This is an optimization exercise on Yosys and OpenROAD, whose aim is small area, a short achievable clock period and few clock cycles per item, not a production implementation. Where RTL was checked, it was by simulation tests only, not by an equivalence proof against the original. Power is estimated from default activity; no workload was simulated.

## fifo_hexdump_top
module fifo_hexdump_top #(
    parameter int BOOT_LINES     = 30,
    parameter int USER_LINES     = 8,
    parameter int BYTES_PER_LINE = 16
) (
    input  wire                                  MCLK,
    input  wire                                  rst,
    input  wire                                  buf_wr_en_n,
    input  wire  [fifo_hexdump_pkg::BUF_BIT_AW-1:0] buf_wr_addr,
    input  wire                                  buf_wr_bit,
    input  wire                                  send_boot_n,
    input  wire                                  send_user_n,
    input  wire  [11:0]                          rel_page,
    input  wire                                  fifo_en_n,
    input  wire                                  txe_n,
    output logic [7:0]                           fifo_data,
    output logic                                 wr_n
);
For scale: about 42 I/O pins.
Settings: LEC_CHECK=0, ABC_CLOCK_PERIOD_IN_PS=5000, CAP_MARGIN=20, CORE_MARGIN=2, CORE_UTILIZATION=70, CTS_CLUSTER_DIAMETER=60, CTS_CLUSTER_SIZE=30, PLACE_DENSITY=0.78, SLEW_MARGIN=20, SYNTH_HIERARCHICAL=1, SYNTH_MINIMUM_KEEP_SIZE=0; clock period 25.0 ns.
standard.sh (not shown) runs the stock make flow with config.mk's settings and CLKGATE_MAP_FILE= SYNTH_SCRIPT=/design/flow/synth_recipe.tcl, a recipe that flattens the netlist after the stock synthesis.
==> flow/flow/run.sh <==
#!/bin/bash
# The standard ORFS flow (the standard.sh, unchanged synthesis), with the
# timing repair after CTS and after global routing asked to keep a setup
# margin, so that it works on the paths that set the achieved period.
set -euo pipefail
bash standard.sh SETUP_SLACK_MARGIN=19.0 finish > run_standard.log 2>&1
Testbench counts at the start, summed over its fixed seeds: cycles 57,032, chars 18,976.
Next try:
- CORE_UTILIZATION: 70 -> 55
- PLACE_DENSITY: 0.78 -> 0.62
The new run finished clean.
Cell area grows by 1.4%.
Total power grows by 4.0%.
Setup slack got worse by 34 ps.
Sequential cell count stays the same.
Utilization shrinks by 15 points.
Routed wire length grows by 2.1%.
Clock-buffer cell count grows by 12.
Fmax shrinks by 0.54%.
Non-clock buffer count shrinks by 8.
Next try:
- CORE_UTILIZATION: 55 -> 70
- CTS_CLUSTER_DIAMETER: 60 -> 80
- CTS_CLUSTER_SIZE: 30 -> 28
- PLACE_DENSITY: 0.62 -> 0.78
Outcome: Fmax is higher by 0.64%. Wire length is lower by 3.1%. Hold slack degrades by 16 ps. Sequential share of layout area is higher by 2.1 points. Critical path depth is unchanged. Clock skew is lower by 34 ps.
Next try:
- CORE_UTILIZATION: 70 -> 55
- PLACE_DENSITY: 0.78 -> 0.62
What happened: The changed run finished clean. Flip-flop and latch count stays the same. Synthesized area does not change. Fmax hardly moves. Sequential power hardly moves. Sequential share of layout area came out lower by 0.76 points. Cell area goes up by about 1%. Routed wire length goes up by about 3%. Combinational power stays flat. Non-clock buffer count went up by 1.

========
epsilon:
Another version of the RTL of fifo_hexdump_top (not shown whole).
For scale: roughly 42 I/O pins, ~0.14 mm2 of cells after synthesis.
clock: 25.0 ns
lec_check: 0
abc_clock_period_in_ps: 5000
cap_margin: 20
core_margin: 2
core_utilization: 70
cts_cluster_diameter: 80
cts_cluster_size: 28
place_density: 0.78
slew_margin: 20
synth_hierarchical: 1
synth_minimum_keep_size: 0
==> flow/flow/run.sh <==
#!/bin/bash
# The standard ORFS flow (the standard.sh, unchanged synthesis), with the
# timing repair after CTS and after global routing asked to keep a setup
# margin, so that it works on the paths that set the achieved period.
set -euo pipefail
bash standard.sh SETUP_SLACK_MARGIN=19.3 finish > run_standard.log 2>&1
Inputs modified between epsilon and gamma:
diff --git a/flow/flow/run.sh b/flow/flow/run.sh
--- a/flow/flow/run.sh
+++ b/flow/flow/run.sh
@@ -4,3 +4,3 @@
 # margin, so that it works on the paths that set the achieved period.
 set -euo pipefail
-bash standard.sh SETUP_SLACK_MARGIN=19.3 finish > run_standard.log 2>&1
+bash standard.sh SETUP_SLACK_MARGIN=19.0 finish > run_standard.log 2>&1
## What came out
- In gamma relative to epsilon, overall routed net length had gone up slightly.
- For epsilon, the startpoint of the worst setup timing path was u_fifo_writer.fifo_data[0]$_DFF_P_, unlike gamma, where it was u_fifo_writer.wr_n$_SDFF_PP1_.
- Going from epsilon to gamma, routed via count divided by cell count up 0.40%, highest clock frequency the design can meet flat, portion of the clock cycle consumed by the worst path in the final layout flat, final cell count flat, maximum number of pins on one net before global-route repair up 6.
- Summary of the comparison: actual transition at the worst max-transition pin is higher in gamma, relative to epsilon.
No functional check of the RTL was part of any run of this note.

========
fifo_hexdump_top, a different RTL version from the one above (not shown whole).
For scale: ~7600 cells after synthesis, ~140000 um2 of cells after synthesis.
Settings: LEC_CHECK=0, ABC_CLOCK_PERIOD_IN_PS=5000, CAP_MARGIN=20, CORE_MARGIN=2, CORE_UTILIZATION=70, CTS_CLUSTER_DIAMETER=80, CTS_CLUSTER_SIZE=28, PLACE_DENSITY=0.78, SLEW_MARGIN=20, SYNTH_HIERARCHICAL=1, SYNTH_MINIMUM_KEEP_SIZE=0; clock period 25.0 ns.
==> flow/flow/run.sh <==
#!/bin/bash
# The standard ORFS flow (the standard.sh, unchanged synthesis), with the
# timing repair after CTS and after global routing asked to keep a setup
# margin, so that it works on the paths that set the achieved period.
set -euo pipefail
bash standard.sh SETUP_SLACK_MARGIN=18.75 finish > run_standard.log 2>&1
The first run completed without violations.
==> next run, changes <==
--- a/flow/flow/run.sh
+++ b/flow/flow/run.sh
@@ -4,3 +4,3 @@
 # margin, so that it works on the paths that set the achieved period.
 set -euo pipefail
-bash standard.sh SETUP_SLACK_MARGIN=18.75 finish > run_standard.log 2>&1
+bash standard.sh SETUP_SLACK_MARGIN=19.0 finish > run_standard.log 2>&1
Worst setup slack gets better by 62 ps; core utilization grows by 0.29 points; register-to-register slack improves by 240 ps; count of clock-buffer cells in the layout increases by 6.
No functional check of the RTL was part of any run of this note.

========
Another version of the RTL of fifo_hexdump_top (not shown whole).
Size: about 42 I/O pins, roughly 0.14 sq mm of cells after synthesis.
## fifo_hexdump_top
module fifo_hexdump_top #(
    parameter int BOOT_LINES     = 30,
    parameter int USER_LINES     = 8,
    parameter int BYTES_PER_LINE = 16
) (
    input  wire                                  MCLK,
    input  wire                                  rst,
    input  wire                                  buf_wr_en_n,
    input  wire  [fifo_hexdump_pkg::BUF_BIT_AW-1:0] buf_wr_addr,
    input  wire                                  buf_wr_bit,
    input  wire                                  send_boot_n,
    input  wire                                  send_user_n,
    input  wire  [11:0]                          rel_page,
    input  wire                                  fifo_en_n,
    input  wire                                  txe_n,
    output logic [7:0]                           fifo_data,
    output logic                                 wr_n
);
==> flow/config.mk <==
export PLATFORM = sky130hd
export DESIGN_NAME = fifo_hexdump_top
export DESIGN_NICKNAME = fifo_hexdump_top
export VERILOG_FILES = /design/flow/design.v
export SDC_FILE = /design/flow/constraint.sdc
export NUM_CORES = 8
export LEC_CHECK = 0
export ABC_CLOCK_PERIOD_IN_PS = 5000
export CAP_MARGIN = 40
export CORE_MARGIN = 2
export CORE_UTILIZATION = 55
export CTS_CLUSTER_DIAMETER = 60
export CTS_CLUSTER_SIZE = 30
export PLACE_DENSITY = 0.62
export SLEW_MARGIN = 60
export SYNTH_HIERARCHICAL = 1
export SYNTH_MINIMUM_KEEP_SIZE = 0
==> flow/constraint.sdc <==
create_clock -name core_clock -period 25.0 [get_ports {MCLK}]
set_input_delay 5.0000 -clock core_clock [delete_from_list [all_inputs] [get_ports {MCLK}]]
set_output_delay 5.0000 -clock core_clock [all_outputs]
set_load 0.01 [all_outputs]
==> flow/flow/run.sh <==
#!/bin/bash
# The standard ORFS flow (the standard.sh, unchanged synthesis), with the
# timing repair after CTS and after global routing asked to keep a setup
# margin, so that it works on the paths that set the achieved period.
set -euo pipefail
bash standard.sh SETUP_SLACK_MARGIN=18.4 finish > run_standard.log 2>&1
Edit:
==> flow/run.sh (new file) <==
#!/bin/bash
# synth_recipe.tcl (not shown) runs the flow's synth.tcl, then flattens the netlist and writes it again
# the make line also repeats each setting of config.mk as NAME=value (left out here)
make -C /OpenROAD-flow-scripts/flow DESIGN_CONFIG=/design/flow/config.mk WORK_HOME=/design/flow/orfs CLKGATE_MAP_FILE= SYNTH_SCRIPT=/design/flow/synth_recipe.tcl finish
removed: flow/flow/run.sh
removed: flow/standard.sh
What happened:
- The new run ran to the end with no violations
- cell count came out higher by 0.65%
- via count came out higher by 1.3%
- worst setup slack gets worse by 0.59 ns
- hold slack gets worse by 0.023 ns
- area after synthesis does not change
- design area stays flat
- utilization is about the same
- clock skew came out lower by 0.015 ns
- critical path depth stays the same
Edit:
==> flow/flow/run.sh (new file) <==
#!/bin/bash
# The standard ORFS flow (the standard.sh, unchanged synthesis), with the
# timing repair after CTS and after global routing asked to keep a setup
# margin, so that it works on the paths that set the achieved period.
set -euo pipefail
bash standard.sh SETUP_SLACK_MARGIN=19.0 finish > run_standard.log 2>&1
==> flow/standard.sh (new file) <==
#!/bin/bash
# synth_recipe.tcl (not shown) runs the flow's synth.tcl, then flattens the netlist and writes it again
# the make line also repeats each setting of config.mk as NAME=value (left out here)
make -C /OpenROAD-flow-scripts/flow DESIGN_CONFIG=/design/flow/config.mk WORK_HOME=/design/flow/orfs CLKGATE_MAP_FILE= SYNTH_SCRIPT=/design/flow/synth_recipe.tcl "${@:-finish}"
CAP_MARGIN = 20   (was 40)
SLEW_MARGIN = 20   (was 60)
removed: flow/run.sh
Effect: The changed run produced a clean layout; clock-buffer cell count goes up by 14; routed wire length falls slightly; first-iteration DRC count came out lower by a few percent; clock skew grows by 0.011 ns; final area decreases slightly; worst hold slack stays flat; synthesized cell count stays the same; non-clock buffer count went down by 226; worst setup slack improved by 0.69 ns.
Function was not checked in any run of this note: the RTL went through the layout flow alone.

========
== try-sierra ==
fifo_hexdump_top, a different RTL version from the one above (not shown whole).
For scale: roughly 0.14 mm2 of cells after synthesis.
// fifo_hexdump_top
module fifo_hexdump_top #(
    parameter int BOOT_LINES     = 30,
    parameter int USER_LINES     = 8,
    parameter int BYTES_PER_LINE = 16
) (
    input  wire                                  MCLK,
    input  wire                                  rst,
    input  wire                                  buf_wr_en_n,
    input  wire  [fifo_hexdump_pkg::BUF_BIT_AW-1:0] buf_wr_addr,
    input  wire                                  buf_wr_bit,
    input  wire                                  send_boot_n,
    input  wire                                  send_user_n,
    input  wire  [11:0]                          rel_page,
    input  wire                                  fifo_en_n,
    input  wire                                  txe_n,
    output logic [7:0]                           fifo_data,
    output logic                                 wr_n
);
==> flow/config.mk <==
export PLATFORM = sky130hd
export DESIGN_NAME = fifo_hexdump_top
export DESIGN_NICKNAME = fifo_hexdump_top
export VERILOG_FILES = /design/flow/design.v
export SDC_FILE = /design/flow/constraint.sdc
export NUM_CORES = 8
export LEC_CHECK = 0
export ABC_CLOCK_PERIOD_IN_PS = 5000
export CAP_MARGIN = 20
export CORE_MARGIN = 2
export CORE_UTILIZATION = 60
export CTS_CLUSTER_DIAMETER = 80
export CTS_CLUSTER_SIZE = 28
export PLACE_DENSITY = 0.68
export SLEW_MARGIN = 20
export SYNTH_HIERARCHICAL = 1
export SYNTH_MINIMUM_KEEP_SIZE = 0
==> flow/constraint.sdc <==
create_clock -name core_clock -period 25.0 [get_ports {MCLK}]
set_input_delay 5.0000 -clock core_clock [delete_from_list [all_inputs] [get_ports {MCLK}]]
set_output_delay 5.0000 -clock core_clock [all_outputs]
set_load 0.01 [all_outputs]
==> flow/flow/run.sh <==
#!/bin/bash
# The standard ORFS flow (the standard.sh, unchanged synthesis), with
# the timing repair after CTS and after global routing asked to keep a setup
# margin, so that it works on the paths that set the achieved period, and
# with all pins on one edge of the die.
set -euo pipefail
here=$(pwd)
bash standard.sh SETUP_SLACK_MARGIN=19.0 IO_CONSTRAINTS="$here/flow/io.tcl" finish > run_standard.log 2>&1
==> flow/flow/io.tcl <==
# Keep every signal pin on the top edge, so that the control logic, the
# output registers and their port buffers all sit close together.
set_io_pin_constraint -region top:* -pin_names [get_object_name [concat [all_inputs] [all_outputs]]]
try-sierra | ERROR | 2_1_floorplan
Testbench counts of try-sierra, summed over its fixed seeds: cycles 57,008, chars 18,976.
Edits applied to the flow inputs when going from try-sierra to try-amber:
==> flow/flow/io.tcl <==
# Keep every signal pin on the top edge, so that the control logic, the
# output registers and their port buffers all sit close together.
set my_pins {}
foreach p [concat [all_inputs] [all_outputs]] { lappend my_pins [get_full_name $p] }
set_io_pin_constraint -region top:* -pin_names $my_pins
==> results.txt <==
try-amber did not stop at any stage, and its layout met the timing, design-rule and antenna checks. Between try-sierra and try-amber, the die width figures differ only marginally. Comparing try-sierra against try-amber, there is no change at all in cell area after synthesis. Reported for try-amber and try-sierra, y dimension of the die turned out identical to the last digit. | synthesized cell count | try-sierra vs try-amber | ≈ equal |.
[inputs] try-juniper vs try-amber
==> flow/flow/run.sh <==
#!/bin/bash
# The standard ORFS flow (the standard.sh, unchanged synthesis), with the
# timing repair after CTS and after global routing asked to keep a setup
# margin, so that it works on the paths that set the achieved period.
set -euo pipefail
bash standard.sh SETUP_SLACK_MARGIN=19.0 finish > run_standard.log 2>&1
removed: flow/flow/io.tcl
Notes after the runs:
- Result: PASS for each of try-amber and try-juniper
- Number of instances resized during post-cts repair, try-amber and try-juniper: smaller value in try-amber
- Going from try-amber to try-juniper, clock-cell share of area held; synthesized instance count level; count of clock-net buffers in the final layout went up 1; sequential share of layout area shows an increase of 0.24 points.
- In try-juniper, the pre-CTS setup slack came out 86 ps above the value in try-amber.
- Combined area of the multi-input logic cells: try-juniper vs try-amber, no meaningful difference
- The lower part of the total power dissipated in the clock network came out of try-juniper.
- The maximum clock frequency of try-juniper is higher than that of try-amber.
- When the final numbers for try-amber and try-juniper were put side by side, the layout filler cell count turned out to be smaller in try-juniper.

========
== P ==
Another version of the RTL of fifo_hexdump_top (not shown whole).
Size in the first run: ~15000 cells after synthesis, ~42 I/O pins, roughly 140000 um2 of cells after synthesis.
// fifo_hexdump_top
module fifo_hexdump_top #(
    parameter int BOOT_LINES     = 30,
    parameter int USER_LINES     = 8,
    parameter int BYTES_PER_LINE = 16
) (
    input  wire                                  MCLK,
    input  wire                                  rst,
    input  wire                                  buf_wr_en_n,
    input  wire  [fifo_hexdump_pkg::BUF_BIT_AW-1:0] buf_wr_addr,
    input  wire                                  buf_wr_bit,
    input  wire                                  send_boot_n,
    input  wire                                  send_user_n,
    input  wire  [11:0]                          rel_page,
    input  wire                                  fifo_en_n,
    input  wire                                  txe_n,
    output logic [7:0]                           fifo_data,
    output logic                                 wr_n
);
    localparam int MAX_LINES = (BOOT_LINES > USER_LINES) ? BOOT_LINES : USER_LINES;
    logic [fifo_hexdump_pkg::BUF_BYTE_AW-1:0] rd_addr;
    logic [7:0]                               rd_data;
    logic                                     go;
    logic                                     adv;
    logic [7:0]                               ch;
    sipo_buffer #(
        .NBYTES (MAX_LINES * BYTES_PER_LINE)
    ) u_sipo_buffer (
        .MCLK        (MCLK),
        .buf_wr_en_n (buf_wr_en_n),
  ...
export LEC_CHECK = 0
export ABC_CLOCK_PERIOD_IN_PS = 5000
export CAP_MARGIN = 20
export CORE_MARGIN = 2
export CORE_UTILIZATION = 60
export CTS_CLUSTER_DIAMETER = 50
export CTS_CLUSTER_SIZE = 20
export PLACE_DENSITY = 0.68
export SLEW_MARGIN = 20
export SYNTH_HIERARCHICAL = 1
export SYNTH_MINIMUM_KEEP_SIZE = 0
create_clock -name core_clock -period 25.0 [get_ports {MCLK}]
==> flow/flow/run.sh <==
#!/bin/bash
# The standard ORFS flow (the standard.sh, unchanged synthesis), with
# the timing repair after CTS and after global routing asked to keep a setup
# margin, so that it works on the paths that set the achieved period, and
# with plain buffers (not delay cells) on the ports.
set -euo pipefail
bash standard.sh SETUP_SLACK_MARGIN=19.0 "BUFFER_PORTS_ARGS=-buffer_cell sky130_fd_sc_hd__buf_2" finish > run_standard.log 2>&1
P finished end to end and its layout was clean on timing, DRC and antenna.
Testbench counts of P, summed over its fixed seeds: cycles 57,008, chars 18,976.
Here is what was changed in the inputs of Q compared with P.
# P
export LEC_CHECK = 0
export ABC_CLOCK_PERIOD_IN_PS = 5000
export CAP_MARGIN = 20
export CORE_MARGIN = 2
export CORE_UTILIZATION = 60
export CTS_CLUSTER_DIAMETER = 50
export CTS_CLUSTER_SIZE = 20
export PLACE_DENSITY = 0.68
export SLEW_MARGIN = 20
export SYNTH_HIERARCHICAL = 1
export SYNTH_MINIMUM_KEEP_SIZE = 0
create_clock -name core_clock -period 25.0 [get_ports {MCLK}]
# Q
export LEC_CHECK = 0
export ABC_CLOCK_PERIOD_IN_PS = 5000
export CAP_MARGIN = 20
export CORE_MARGIN = 2
export CORE_UTILIZATION = 60
export CTS_CLUSTER_DIAMETER = 80
export CTS_CLUSTER_SIZE = 28
export PLACE_DENSITY = 0.68
export SLEW_MARGIN = 20
export SYNTH_HIERARCHICAL = 1
export SYNTH_MINIMUM_KEEP_SIZE = 0
create_clock -name core_clock -period 25.0 [get_ports {MCLK}]
==> flow/flow/run.sh <==
#!/bin/bash
# The standard ORFS flow (the standard.sh, unchanged synthesis), with
# the timing repair after CTS and after global routing asked to keep a setup
# margin, so that it works on the paths that set the achieved period; with
# resizing free to change a cell's footprint (detailed placement follows
# every repair); and with plain buffers (not delay cells) on the ports.
set -euo pipefail
bash standard.sh SETUP_SLACK_MARGIN=19.0 MATCH_CELL_FOOTPRINT=0 "BUFFER_PORTS_ARGS=-buffer_cell sky130_fd_sc_hd__buf_2" finish > run_standard.log 2>&1
==> comparison <==
- Every stage of the flow completed for Q, and the final layout passed the timing, design-rule and antenna checks.
- The higher sequential share of layout area of Q and P is in Q.
- Of Q and P, P shows the higher count of clock buffers in the final design, with Q below it.
- In terms of data-path buffer share of cell area in the final layout, P and Q differ only marginally.
- P → Q: worst relative slew slack went down; final area went down by 4.3%; hold slack increased by 0.0048 ns relative to the old numbers; final number of max-transition violations ~0 delta.
- Going from P to Q, wire length grows by about 3.3%.
- A timing startpoint of the critical path of u_fifo_writer.wr_n is what P shows, while u_fifo_writer.fifo_data[6] belongs to Q.
Setup changes, Q to R
--- a/flow/flow/run.sh
+++ b/flow/flow/run.sh
@@ -6,3 +6,3 @@
 # every repair); and with plain buffers (not delay cells) on the ports.
 set -euo pipefail
-bash standard.sh SETUP_SLACK_MARGIN=19.0 MATCH_CELL_FOOTPRINT=0 "BUFFER_PORTS_ARGS=-buffer_cell sky130_fd_sc_hd__buf_2" finish > run_standard.log 2>&1
+bash standard.sh SETUP_SLACK_MARGIN=19.3 MATCH_CELL_FOOTPRINT=0 "BUFFER_PORTS_ARGS=-buffer_cell sky130_fd_sc_hd__buf_2" finish > run_standard.log 2>&1
==> results.txt <==
Fmax across R and Q: no real change.
DRC violation total after the first TritonRoute iteration in R vs Q: up 0.99%
Comparing R against Q, there is no change at all in number of cell rows.
Q and R ended up with roughly the same cell area.
Looking at R and Q, the via count is a wash.

## afterwards: timing with drivers on the ports
The flow's constraints put no driver on any port. The routed layouts listed below were extracted and timed again, unchanged, in two steps. Step 1 assumes that a clkbuf_16 drives the clock port and a buf_2 every other input. Step 2 moves the port delays by t, midway between the first and last clock arrival at a register: inputs arrive t later, outputs are due t later. That takes back most of the time a late clock gives input paths. Three values: no drivers, after step 1, after step 2; two values: the first two.
| run | t, ns | setup slack, ns | latest minus earliest clock arrival (ns) |
|---|---|---|---|
| the first run of note 1 | 0.960 | 18.681 / 18.586 / 18.128 | 0.053 / 0.053 |
| the second run of note 1 | 1.002 | 18.646 / 18.552 / 18.135 | 0.092 / 0.092 |
| the third run of note 1 | 0.945 | 18.687 / 18.595 / 18.190 | 0.058 / 0.058 |
| the fourth run of note 1 | 0.936 | 18.697 / 18.607 / 18.164 | 0.040 / 0.040 |
| epsilon | 0.950 | 18.669 / 18.582 / 18.413 | 0.044 / 0.044 |
| gamma | 0.961 | 18.656 / 18.569 / 18.173 | 0.042 / 0.042 |
| the first run of note 3 | 0.945 | 18.638 / 18.602 / 17.983 | 0.044 / 0.045 |
| the second run of note 3 | 0.943 | 18.700 / 18.603 / 18.208 | 0.068 / 0.068 |
| the first run of note 4 | 0.988 | 18.470 / 18.376 / 18.084 | 0.099 / 0.099 |
| the second run of note 4 | 0.990 | 17.876 / 17.785 / 18.129 | 0.085 / 0.085 |
| the third run of note 4 | 1.004 | 18.568 / 18.477 / 18.219 | 0.101 / 0.101 |
| try-amber | 0.982 | 18.647 / 18.543 / 18.041 | 0.042 / 0.042 |
| try-juniper | 0.946 | 18.695 / 18.601 / 18.195 | 0.039 / 0.039 |
| P | 1.035 | 18.618 / 18.525 / 17.926 | 0.055 / 0.055 |
| Q | 0.956 | 18.687 / 18.595 / 18.249 | 0.033 / 0.033 |
| R | 0.974 | 18.686 / 18.576 / 18.300 | 0.032 / 0.032 |
After both steps setup and hold are still met in every run listed. The setup slack of P, which loses most, moves by -0.093 ns with the drivers and by -0.692 ns with both steps.
